Context: an optimization exercise on an open-source flow, tuned for small area, a short achievable clock period and few clock cycles. The choices shown serve that exercise and are no tape-out recipe.
The RTL was checked by simulation tests, not by an equivalence proof against the original design.

$ cat design/flow/design.v
`timescale 1ns / 1ps
`default_nettype none
module lome_front (
  input  wire        clk_i,
  input  wire        rst_ni,
  input  wire        in_valid_i,
  output wire        in_ready_o,
  input  wire [65:0] in_req_i,
  output wire        q_valid_o,
  input  wire        q_ready_i,
  output wire [65:0] q_req_o
);
  localparam int unsigned QDepth = 2;
  reg  [65:0] mem0_q, mem1_q;
  reg         wp_q, rp_q;
  reg  [1:0]  cnt_q;
  wire        push, pop;
  assign in_ready_o = (cnt_q != 2'd2);
  assign q_valid_o  = (cnt_q != 2'd0);
  assign q_req_o    = rp_q ? mem1_q : mem0_q;
  assign push       = in_valid_i && in_ready_o;
  assign pop        = q_valid_o && q_ready_i;
  always @(posedge clk_i or negedge rst_ni) begin
    if (!rst_ni) begin
      wp_q  <= 1'b0;
      rp_q  <= 1'b0;
      cnt_q <= 2'd0;
    end else begin
      wp_q  <= wp_q ^ push;
      rp_q  <= rp_q ^ pop;
      cnt_q <= cnt_q + {1'b0, push} - {1'b0, pop};
    end
  end
  always @(posedge clk_i) begin
    if (push && !wp_q) mem0_q <= in_req_i;
    if (push &&  wp_q) mem1_q <= in_req_i;
  end
endmodule
`default_nettype wire
`timescale 1ns / 1ps
`default_nettype none
module lome_book #(
  parameter int unsigned BOOK_DEPTH = 64
) (
  input  wire        clk_i,
  input  wire        rst_ni,
  input  wire        q_valid_i,
  output wire        q_ready_o,
  input  wire [65:0] q_req_i,
  output wire        out_valid_o,
  input  wire        out_ready_i,
  output reg  [2:0]  out_status_o,
  output reg  [31:0] out_buy_id_o,
  output reg  [31:0] out_sell_id_o,
  output reg  [31:0] out_price_o,
  output reg  [6:0]  out_buys_o,
  output reg  [6:0]  out_sells_o
);
  localparam int N = 64;
  localparam [2:0] ST_RESTED    = 3'd0;
  localparam [2:0] ST_MATCHED   = 3'd1;
  localparam [2:0] ST_CANCELLED = 3'd2;
  localparam [2:0] ST_NOT_FOUND = 3'd3;
  localparam [2:0] ST_FULL      = 3'd4;
  function automatic ge32(input [31:0] a, input [31:0] b);
    reg [31:0] g0, l0;
    reg [15:0] g1, l1;
    reg [7:0]  g2, l2;
    reg [3:0]  g3, l3;
    reg [1:0]  g4, l4;
    integer i;
    begin
      g0 = a & ~b;
      l0 = ~a & b;
      for (i = 0; i < 16; i = i + 1) begin
        g1[i] = g0[2*i+1] | (~l0[2*i+1] & g0[2*i]);
        l1[i] = l0[2*i+1] | (~g0[2*i+1] & l0[2*i]);
      end
      for (i = 0; i < 8; i = i + 1) begin
        g2[i] = g1[2*i+1] | (~l1[2*i+1] & g1[2*i]);
        l2[i] = l1[2*i+1] | (~g1[2*i+1] & l1[2*i]);
      end
      for (i = 0; i < 4; i = i + 1) begin
        g3[i] = g2[2*i+1] | (~l2[2*i+1] & g2[2*i]);
        l3[i] = l2[2*i+1] | (~g2[2*i+1] & l2[2*i]);
      end
      for (i = 0; i < 2; i = i + 1) begin
        g4[i] = g3[2*i+1] | (~l3[2*i+1] & g3[2*i]);
        l4[i] = l3[2*i+1] | (~g3[2*i+1] & l3[2*i]);
      end
      ge32 = !(l4[1] | (~g4[1] & l4[0]));
    end
  endfunction
  function automatic [7:0] lowest8(input [7:0] a);
    lowest8 = a & ~{a[6:0], 1'b0} & ~{a[5:0], 2'b0} & ~{a[4:0], 3'b0} &
              ~{a[3:0], 4'b0} & ~{a[2:0], 5'b0} & ~{a[1:0], 6'b0} & ~{a[0], 7'b0};
  endfunction
  function automatic [7:0] highest8(input [7:0] a);
    highest8 = a & ~{1'b0, a[7:1]} & ~{2'b0, a[7:2]} & ~{3'b0, a[7:3]} &
               ~{4'b0, a[7:4]} & ~{5'b0, a[7:5]} & ~{6'b0, a[7:6]} & ~{7'b0, a[7]};
  endfunction
  function automatic [N-1:0] track(input [N-1:0] v, input nb,
                                   input [N-1:0] l, input [N-1:0] r,
                                   input [N-1:0] d);
    integer i;
    begin
      for (i = 0; i < N; i = i + 1) begin
        track[i] = v[i];
        if (d[i]) track[i] = nb;
        else if (l[i] && i > 0) track[i] = v[(i > 0) ? i - 1 : i];
        else if (r[i] && i < N - 1) track[i] = v[(i < N - 1) ? i + 1 : i];
      end
    end
  endfunction
  reg  [31:0]  id_q [0:N-1];
  reg  [31:0]  pr_q [0:N-1];    
  reg  [5:0]   ar_q [0:N-1];    
  reg  [N-1:0] isb_q, iss_q;    
  reg  [6:0]   nb_q, ns_q, tot_q;
  reg          pend_v_q;
  reg  [5:0]   pend_r_q;
  reg          a2_v_q, a2_cmd_q, a2_side_q;
  reg  [31:0]  a2_id_q, a2_pr_q, a2_prx_q;
  reg  [N-1:0] a2_idq_q;        
  reg          a3_v_q, a3_cmd_q, a3_side_q;
  reg  [31:0]  a3_id_q, a3_pr_q, a3_prx_q;
  reg  [N-1:0] a3_idq_q;
  reg  [N-1:0] a3_c1_q;         
  reg  [7:0]   a3_m_q;          
  reg          a3_fb_q;         
  reg          a3_found_q;      
  reg          a3_exact_q;      
  reg  [N-1:0] a3_g_q;          
  reg          rb_v_q, rb_cmd_q, rb_side_q;
  reg  [31:0]  rb_id_q, rb_pr_q, rb_prx_q;
  reg  [N-1:0] rb_idq_q;
  reg  [N-1:0] rb_tgt_q;        
  reg          rb_tbuy_q;       
  reg          rb_found_q;      
  reg          rb_lost_q;       
  reg  [N-1:0] rb_g_q;
  reg          rb_cross_q;      
  reg          rs_q;            
  reg          rc_q;            
  reg  [N-1:0] rc_c1_q;
  reg  [7:0]   rc_m_q;
  reg          rc_fb_q, rc_found_q;
  reg          out_v_q;
  wire recomp  = rb_v_q && rb_cmd_q && rb_lost_q;
  wire fire    = rb_v_q && !recomp && (!out_v_q || out_ready_i);
  wire b_free  = !rb_v_q || fire;
  wire a3_adv  = a3_v_q && b_free;
  wire a3_free = !a3_v_q || a3_adv;
  wire a2_adv  = a2_v_q && a3_free && !recomp;
  wire a2_free = !a2_v_q || a2_adv;
  wire pop     = q_valid_i && a2_free;
  assign q_ready_o   = a2_free;
  assign out_valid_o = out_v_q;
  wire [31:0] q_id = q_req_i[33:2];
  wire is_sub = !rb_cmd_q;
  wire is_can =  rb_cmd_q;
  wire S      =  rb_side_q;
  wire full   = tot_q[6];
  wire match  = is_sub && rb_cross_q;
  wire ins    = is_sub && !match && !full;
  wire [N-1:0] gb     = rb_g_q & (S ? iss_q : isb_q);
  wire [N-1:0] gb_dn  = {gb[N-2:0], 1'b1};        
  wire [N-1:0] gb_up  = {1'b1, gb[N-1:1]};        
  wire [N-1:0] isb_dn = {isb_q[N-2:0], 1'b0};
  wire [N-1:0] iss_up = {1'b0, iss_q[N-1:1]};
  wire [N-1:0] ldv    = ~gb & (S ? gb_up : gb_dn);
  wire [N-1:0] shv    = S ? (~gb_up & iss_up) : (~gb_dn & isb_dn);
  wire can    = is_can && rb_found_q;
  wire can_b  = can &&  rb_tbuy_q;
  wire can_s  = can && !rb_tbuy_q;
  wire del_hb = match &&  S;               
  wire del_hs = match && !S;               
  wire del_b  = del_hb || can_b;
  wire del_s  = del_hs || can_s;
  wire del    = del_b || del_s;
  reg [N-1:0] pre, suf;
  integer k, sw;
  always @(*) begin
    pre = rb_tgt_q;
    suf = rb_tgt_q;
    for (sw = 1; sw < N; sw = sw * 2) begin
      pre = pre | (pre << sw);
      suf = suf | (suf >> sw);
    end
  end
  wire [N-1:0] tl = {N{fire}} & (({N{ins && !S}} & shv) |
                                 ({N{del_hs}} & iss_q) | ({N{can_s}} & iss_q & suf));
  wire [N-1:0] tr = {N{fire}} & (({N{ins && S}} & shv) |
                                 ({N{del_hb}} & isb_q) | ({N{can_b}} & isb_q & pre));
  wire [N-1:0] ld = {N{fire && ins}} & ldv;
  reg [5:0] ar_e [0:N-1];
  always @(*) begin
    for (k = 0; k < N; k = k + 1)
      ar_e[k] = ar_q[k] - {5'd0, (pend_v_q && (ar_q[k] > pend_r_q))};
  end
  reg [5:0] r_tgt;
  always @(*) begin
    r_tgt = '0;
    for (k = 0; k < N; k = k + 1) r_tgt = r_tgt | (ar_q[k] & {6{rb_tgt_q[k]}});
  end
  wire [5:0] r_raw = del_hb ? ar_q[0] : del_hs ? ar_q[N-1] : r_tgt;
  wire [5:0] r_new = r_raw - {5'd0, (pend_v_q && (r_raw > pend_r_q))};
  genvar gi;
  generate
    for (gi = 0; gi < N; gi = gi + 1) begin : g_slot
      localparam int L = (gi > 0) ? gi - 1 : gi;
      localparam int R = (gi < N - 1) ? gi + 1 : gi;
      wire hold = !(ld[gi] || tl[gi] || tr[gi]);
      always @(posedge clk_i) begin
        id_q[gi] <= ({32{ld[gi]}} & rb_id_q) | ({32{tl[gi]}} & id_q[L]) |
                    ({32{tr[gi]}} & id_q[R]) | ({32{hold}} & id_q[gi]);
        pr_q[gi] <= ({32{ld[gi]}} & rb_prx_q) | ({32{tl[gi]}} & pr_q[L]) |
                    ({32{tr[gi]}} & pr_q[R]) | ({32{hold}} & pr_q[gi]);
        ar_q[gi] <= ({6{ld[gi]}} & tot_q[5:0]) | ({6{tl[gi]}} & ar_e[L]) |
                    ({6{tr[gi]}} & ar_e[R]) | ({6{hold}} & ar_e[gi]);
      end
    end
  endgenerate
  always @(posedge clk_i) begin
    pend_r_q <= r_new;
  end
  wire ins_b = fire && ins && !S;
  wire ins_s = fire && ins &&  S;
  wire dl_b  = fire && del_b;
  wire dl_s  = fire && del_s;
  always @(posedge clk_i or negedge rst_ni) begin
    if (!rst_ni) begin
      isb_q    <= '0;
      iss_q    <= '0;
      nb_q     <= '0;
      ns_q     <= '0;
      tot_q    <= '0;
      pend_v_q <= 1'b0;
    end else begin
      if (ins_b)     isb_q <= {isb_q[N-2:0], 1'b1};
      else if (dl_b) isb_q <= {1'b0, isb_q[N-1:1]};
      if (ins_s)     iss_q <= {1'b1, iss_q[N-1:1]};
      else if (dl_s) iss_q <= {iss_q[N-2:0], 1'b0};
      if (ins_b)     nb_q <= nb_q + 1'b1;
      else if (dl_b) nb_q <= nb_q - 1'b1;
      if (ins_s)     ns_q <= ns_q + 1'b1;
      else if (dl_s) ns_q <= ns_q - 1'b1;
      if (fire && ins)      tot_q <= tot_q + 1'b1;
      else if (fire && del) tot_q <= tot_q - 1'b1;
      pend_v_q <= fire && del;
    end
  end
  reg [N-1:0] idq_a;
  always @(*) begin
    for (k = 0; k < N; k = k + 1) idq_a[k] = (id_q[k] == q_id);
  end
  wire pair_q = (q_id == rb_id_q);
  reg [7:0] dh [0:N-1];
  reg [7:0] dl [0:N-1];
  always @(*) begin
    for (k = 0; k < N; k = k + 1) begin
      dh[k] = 8'd1 << ar_q[k][5:3];
      dl[k] = 8'd1 << ar_q[k][2:0];
    end
  end
  wire use_rb = rs_q;
  wire [N-1:0] sidq = use_rb ? rb_idq_q : a2_idq_q;
  wire [N-1:0] mb = sidq & isb_q;
  wire [N-1:0] ms = sidq & iss_q;
  wire fb = |mb;
  wire fs = |ms;
  reg [7:0]   an, ax;
  reg [N-1:0] c1n, c1x;
  always @(*) begin
    an = '0;
    ax = '0;
    for (k = 0; k < N; k = k + 1) begin
      an = an | (dh[k] & {8{mb[k]}});
      ax = ax | (dh[k] & {8{ms[k]}});
    end
  end
  wire [7:0] mn = lowest8(an);
  wire [7:0] mx = highest8(ax);
  always @(*) begin
    for (k = 0; k < N; k = k + 1) begin
      c1n[k] = mb[k] && |(dh[k] & mn);
      c1x[k] = ms[k] && |(dh[k] & mx);
    end
  end
  wire [N-1:0] c1_a = fb ? c1n : c1x;
  wire [7:0]   m_a  = fb ? mn : mx;
  reg [N-1:0] g_a;
  always @(*) begin
    for (k = 0; k < N; k = k + 1) g_a[k] = ge32(pr_q[k], a2_prx_q);
  end
  wire pair_a2 = (a2_id_q == rb_id_q);
  wire newg2   = ge32(rb_prx_q, a2_prx_q);
  wire newwin2 = fire && ins && pair_a2 && !fb;
  wire use_rc = rc_q;
  wire [N-1:0] c1     = use_rc ? rc_c1_q    : a3_c1_q;
  wire [7:0]   m      = use_rc ? rc_m_q     : a3_m_q;
  wire         fb3    = use_rc ? rc_fb_q    : a3_fb_q;
  wire         found3 = use_rc ? rc_found_q : a3_found_q;
  wire         exact3 = !use_rc && a3_exact_q;
  wire [7:0]   mdn    = {1'b0, m[7:1]};
  reg [N-1:0] sh, sl, thn, tln, thx, tlx;
  reg [7:0]   ah, al;
  always @(*) begin
    ah = '0;
    al = '0;
    for (k = 0; k < N; k = k + 1) begin
      sh[k] = c1[k] && |(dh[k] & m);
      sl[k] = c1[k] && |(dh[k] & mdn);
      ah = ah | (dl[k] & {8{sh[k]}});
      al = al | (dl[k] & {8{sl[k]}});
    end
  end
  wire [7:0] ahn = lowest8(ah);
  wire [7:0] aln = lowest8(al);
  wire [7:0] ahx = highest8(ah);
  wire [7:0] alx = highest8(al);
  always @(*) begin
    for (k = 0; k < N; k = k + 1) begin
      thn[k] = sh[k] && |(dl[k] & ahn);
      tln[k] = sl[k] && |(dl[k] & aln);
      thx[k] = sh[k] && |(dl[k] & ahx);
      tlx[k] = sl[k] && |(dl[k] & alx);
    end
  end
  wire [N-1:0] t3 = exact3 ? c1 :
                    fb3 ? ((|al) ? tln : thn) : ((|ah) ? thx : tlx);
  wire [31:0] s63 = ~pr_q[N-1];
  wire [31:0] s62 = ~pr_q[N-2];
  wire cr0 = a3_side_q ? (isb_q[0] && ge32(pr_q[0], a3_pr_q))
                       : (iss_q[N-1] && ge32(a3_pr_q, s63));
  wire cr1 = a3_side_q ? (isb_q[1] && ge32(pr_q[1], a3_pr_q))
                       : (iss_q[N-2] && ge32(a3_pr_q, s62));
  wire cr2 = a3_side_q ? ge32(rb_pr_q, a3_pr_q) : ge32(a3_pr_q, rb_pr_q);
  wire hd  = a3_side_q ? (fire && (del_hb || (can_b && rb_tgt_q[0])))
                       : (fire && (del_hs || (can_s && rb_tgt_q[N-1])));
  wire hi  = a3_side_q ? (ld[0] && !S) : (ld[N-1] && S);
  wire cross_n = hd ? cr1 : hi ? cr2 : cr0;
  wire pair_a3 = (a3_id_q == rb_id_q);
  wire newg3   = ge32(rb_prx_q, a3_prx_q);
  wire newwin3 = fire && ins && pair_a3 && !fb3;
  wire lost3   = found3 && !newwin3 &&
                 (!(|c1) || (fire && del_hb && t3[0]) || (fire && del_hs && t3[N-1]) ||
                  (fire && can && |(c1 & rb_tgt_q)));
  always @(posedge clk_i or negedge rst_ni) begin
    if (!rst_ni) begin
      a2_v_q  <= 1'b0;
      a3_v_q  <= 1'b0;
      rb_v_q  <= 1'b0;
      rs_q    <= 1'b0;
      rc_q    <= 1'b0;
      out_v_q <= 1'b0;
    end else begin
      if (pop)         a2_v_q <= 1'b1;
      else if (a2_adv) a2_v_q <= 1'b0;
      if (a2_adv)      a3_v_q <= 1'b1;
      else if (a3_adv) a3_v_q <= 1'b0;
      if (a3_adv)    rb_v_q <= 1'b1;
      else if (fire) rb_v_q <= 1'b0;
      rs_q <= a3_adv && a3_cmd_q && lost3;
      rc_q <= rs_q;
      if (fire)             out_v_q <= 1'b1;
      else if (out_ready_i) out_v_q <= 1'b0;
    end
  end
  always @(posedge clk_i) begin
    if (pop) begin
      a2_cmd_q  <= q_req_i[0];
      a2_side_q <= q_req_i[1];
      a2_id_q   <= q_id;
      a2_pr_q   <= q_req_i[65:34];
      a2_prx_q  <= q_req_i[65:34] ^ {32{q_req_i[1]}};
      a2_idq_q  <= track(idq_a, pair_q, tl, tr, ld);
    end
    if (a2_adv) begin
      a3_cmd_q   <= a2_cmd_q;
      a3_side_q  <= a2_side_q;
      a3_id_q    <= a2_id_q;
      a3_pr_q    <= a2_pr_q;
      a3_prx_q   <= a2_prx_q;
      a3_idq_q   <= track(a2_idq_q, pair_a2, tl, tr, ld);
      a3_c1_q    <= newwin2 ? ld : track(c1_a, 1'b0, tl, tr, ld);
      a3_m_q     <= m_a;
      a3_fb_q    <= newwin2 ? !S : fb;
      a3_found_q <= fb || fs || newwin2;
      a3_exact_q <= newwin2;
      a3_g_q     <= track(g_a, newg2, tl, tr, ld);
    end
    if (use_rb) begin
      rc_c1_q    <= c1_a;
      rc_m_q     <= m_a;
      rc_fb_q    <= fb;
      rc_found_q <= fb || fs;
    end
    if (a3_adv) begin
      rb_cmd_q   <= a3_cmd_q;
      rb_side_q  <= a3_side_q;
      rb_id_q    <= a3_id_q;
      rb_pr_q    <= a3_pr_q;
      rb_prx_q   <= a3_prx_q;
      rb_idq_q   <= track(a3_idq_q, pair_a3, tl, tr, ld);
      rb_tgt_q   <= newwin3 ? ld : track(t3, 1'b0, tl, tr, ld);
      rb_tbuy_q  <= newwin3 ? !S : fb3;
      rb_found_q <= found3 || newwin3;
      rb_lost_q  <= lost3;
      rb_g_q     <= track(a3_g_q, newg3, tl, tr, ld);
      rb_cross_q <= cross_n;
    end else if (use_rc) begin
      rb_tgt_q   <= t3;
      rb_tbuy_q  <= fb3;
      rb_found_q <= found3;
      rb_lost_q  <= 1'b0;
    end
  end
  always @(posedge clk_i) begin
    if (fire) begin
      out_buy_id_o  <= '0;
      out_sell_id_o <= '0;
      out_price_o   <= '0;
      out_buys_o    <= nb_q;
      out_sells_o   <= ns_q;
      if (is_can) begin
        if (rb_found_q) begin
          out_status_o <= ST_CANCELLED;
          if (rb_tbuy_q) out_buys_o  <= nb_q - 1'b1;
          else           out_sells_o <= ns_q - 1'b1;
        end else begin
          out_status_o <= ST_NOT_FOUND;
        end
      end else if (match) begin
        out_status_o <= ST_MATCHED;
        if (S) begin
          out_buy_id_o  <= id_q[0];
          out_sell_id_o <= rb_id_q;
          out_price_o   <= pr_q[0];
          out_buys_o    <= nb_q - 1'b1;
        end else begin
          out_buy_id_o  <= rb_id_q;
          out_sell_id_o <= id_q[N-1];
          out_price_o   <= s63;
          out_sells_o   <= ns_q - 1'b1;
        end
      end else if (!full) begin
        out_status_o <= ST_RESTED;
        if (S) out_sells_o <= ns_q + 1'b1;
        else   out_buys_o  <= nb_q + 1'b1;
      end else begin
        out_status_o <= ST_FULL;
      end
    end
  end
endmodule
`default_nettype wire
`timescale 1ns / 1ps
`default_nettype none
module limit_order_match_engine #(
  parameter int unsigned BOOK_DEPTH = 64
) (
  input  wire          clk_i,
  input  wire          rst_ni,
  input  wire          s_axis_tvalid,
  output wire          s_axis_tready,
  input  wire [63:0]   s_axis_tdata,
  input  wire [1:0]    s_axis_tuser,
  output wire          m_axis_tvalid,
  input  wire          m_axis_tready,
  output wire [111:0]  m_axis_tdata,
  output wire [2:0]    m_axis_tuser
);
  wire [65:0] in_req, q_req;
  wire        q_valid, q_ready;
  wire [2:0]  st;
  wire [31:0] buy_id, sell_id, price;
  wire [6:0]  buys, sells;
  assign in_req = {s_axis_tdata[63:32], s_axis_tdata[31:0], s_axis_tuser[1], s_axis_tuser[0]};
  lome_front u_front (
    .clk_i      (clk_i),
    .rst_ni     (rst_ni),
    .in_valid_i (s_axis_tvalid),
    .in_ready_o (s_axis_tready),
    .in_req_i   (in_req),
    .q_valid_o  (q_valid),
    .q_ready_i  (q_ready),
    .q_req_o    (q_req)
  );
  lome_book #(.BOOK_DEPTH(BOOK_DEPTH)) u_book (
    .clk_i        (clk_i),
    .rst_ni       (rst_ni),
    .q_valid_i    (q_valid),
    .q_ready_o    (q_ready),
    .q_req_i      (q_req),
    .out_valid_o  (m_axis_tvalid),
    .out_ready_i  (m_axis_tready),
    .out_status_o (st),
    .out_buy_id_o (buy_id),
    .out_sell_id_o(sell_id),
    .out_price_o  (price),
    .out_buys_o   (buys),
    .out_sells_o  (sells)
  );
  assign m_axis_tuser = st;
  assign m_axis_tdata = {2'b00, sells, buys, price, sell_id, buy_id};
endmodule
`default_nettype wire
$ cat design/flow/run.sh
#!/bin/bash
# synth_recipe.tcl (not shown) runs the flow's synth.tcl, then flattens the netlist and writes it again
# the make line also repeats each setting of config.mk as NAME=value (left out here)
make -C /OpenROAD-flow-scripts/flow DESIGN_CONFIG=/design/flow/config.mk WORK_HOME=/design/flow/orfs CLKGATE_MAP_FILE= SYNTH_SCRIPT=/design/flow/synth_recipe.tcl finish
$ cat design/flow/config.mk
export PLATFORM = sky130hd
export DESIGN_NAME = limit_order_match_engine
export DESIGN_NICKNAME = limit_order_match_engine
export VERILOG_FILES = /design/flow/design.v
export SDC_FILE = /design/flow/constraint.sdc
export NUM_CORES = 4
export LEC_CHECK = 0
export CAP_MARGIN = 20
export CORE_MARGIN = 2
export CORE_UTILIZATION = 40
export SLEW_MARGIN = 20
$ cat design/flow/constraint.sdc
create_clock -name core_clock -period 8.0 [get_ports {clk_i}]
set_input_delay 1.6000 -clock core_clock [delete_from_list [all_inputs] [get_ports {clk_i}]]
set_output_delay 1.6000 -clock core_clock [all_outputs]
set_load 0.01 [all_outputs]
==> results.yml <==
status:
  status: "aborted with a tool error"
  lastStage: "global routing"
  tool.error: "[ERROR GRT-0116] Global routing finished with congestion. Check the congestion regions in the DRC Viewer."
yosys:
  ys_seq_area_share_pct: 33.2
  postSynth.asyncResetShare_pct: 2.80
  ys_types: 128
  synth_enable_flop_cells: 1076
  syn_area_um2: 379000
  yosys.area.top_type: "dfxtp_1"
  ys_ff_latch: 5722
  synth_top_area_share_pct: 23.7
  synthCells: 47600
  synth_flop_cell: "dfxtp_1"
  synth.avg_cell_area_um2: 7.97
  synthTopCellsByArea: "dfxtp_1 24%, a222oi_1 11%, nand2_1 9.9%"
  ys.warnings.count: 8
clock_tree:
  clock_tree.buffer_depth: 5
  cts_root_buf: "clkbuf_16"
  holdBufCountCts: 0
  cts_max_level: 6
  clock_sinks: 5722
  cts_buffers: 647
placement:
  portBuffers: 184
  gp_congestion: 1.43
  placedCellCount: 61800
  dp_hpwl_mm: 2980
grt:
  grt_pass1_wl_mm: 6250
  grt_overflow_total: 26300
  grt_start_max_net_pins: 98
  grt_usage_pct: 90.3
  first_global_vias: 589000
floorplan:
  io_pins: 187
  die_height_um: 978
  start_util_pct: 40.2
  die_w_um: 978
  rows: 357
[cell usage after synthesis, types with 114 or more instances]
cell       count
o211ai_1     174
nand2b_1     263
edfxtp_1    1076
mux4_2       179
nand3_1      886
o221ai_1     228
a221oi_1     282
nand4_1      402
inv_1       1087
a222oi_1    4277
a32oi_1      167
a21oi_1     2215
a2111oi_0    180
o31ai_1      170
a22o_1       290
nor2b_1      270
a211oi_1     537
and3_1       137
nor3b_1      114
or3_1        161
buf_1        434
nor3_1       583
dfxtp_1     4486
xnor2_1     2249
a22oi_1      616
nor2_1      2282
nand3b_1     184
nor4_1       752
o21ai_0     2532
and2_1       136
xor2_1       217
clkbuf_1    4289
o2111ai_1    125
a221o_1      138
maj3_1       917
nand2_1     9990
mux2i_1      226
a21o_1       193
dfrtp_1      160
o22ai_1     1068
a31oi_1      421
mux2_2       207
ha_1         533
[layer usage]
layer  global-route usage [%]  overflow
met2                      104     17200
met3                     79.1       874
met1                     88.8       637
met4                     90.7      7534
met5                     56.9       107
[power groups by stage]
stage | Sequential (uW) | Combinational, uW | Clock, uW
2_1_floorplan | 52800 | 82300 | 0
3_3_place_gp | 65000 | 207000 | 0
3_5_place_dp | 65400 | 209000 | 0
4_1_cts | 64900 | 210000 | 30800
[kinds of logic after synthesis]
logic type      synth area share, %
fa+ha+maj                      4.18
simple gates                   19.1
mux                            2.33
buf+inv                        6.15
xor+xnor                       5.69
other cells                0.000988
flops                          33.2
compound gates                 29.3
[how the worst max path moves through the flow]
stage | startpoint | to | cells after the start | slack [ps]
after floorplan | m_axis_tready | u_front.cnt_q[1] | 11 | -650
after global placement | u_book.rc_q | u_book.rb_tgt_q[49] | 31 | -3210
after detailed placement | u_book.rc_q | u_book.rb_tgt_q[49] | 28 | -1380
after CTS | u_book.rc_q | u_book.rb_tgt_q[16] | 28 | 5
[through the flow]
stage / instance area, um2 / setup slack, ps
after CTS: 463000 / 5.15
after global placement: 440000 / -3210
after floorplan: 380000 / -645
after detailed placement: 441000 / -1380
[repair_timing]
item,in CTS
resized for setup,111
pin swaps,24
setup endpoints to repair,156
buffers inserted,14
Testbench counts, summed over its fixed seeds: cycles 3,270.
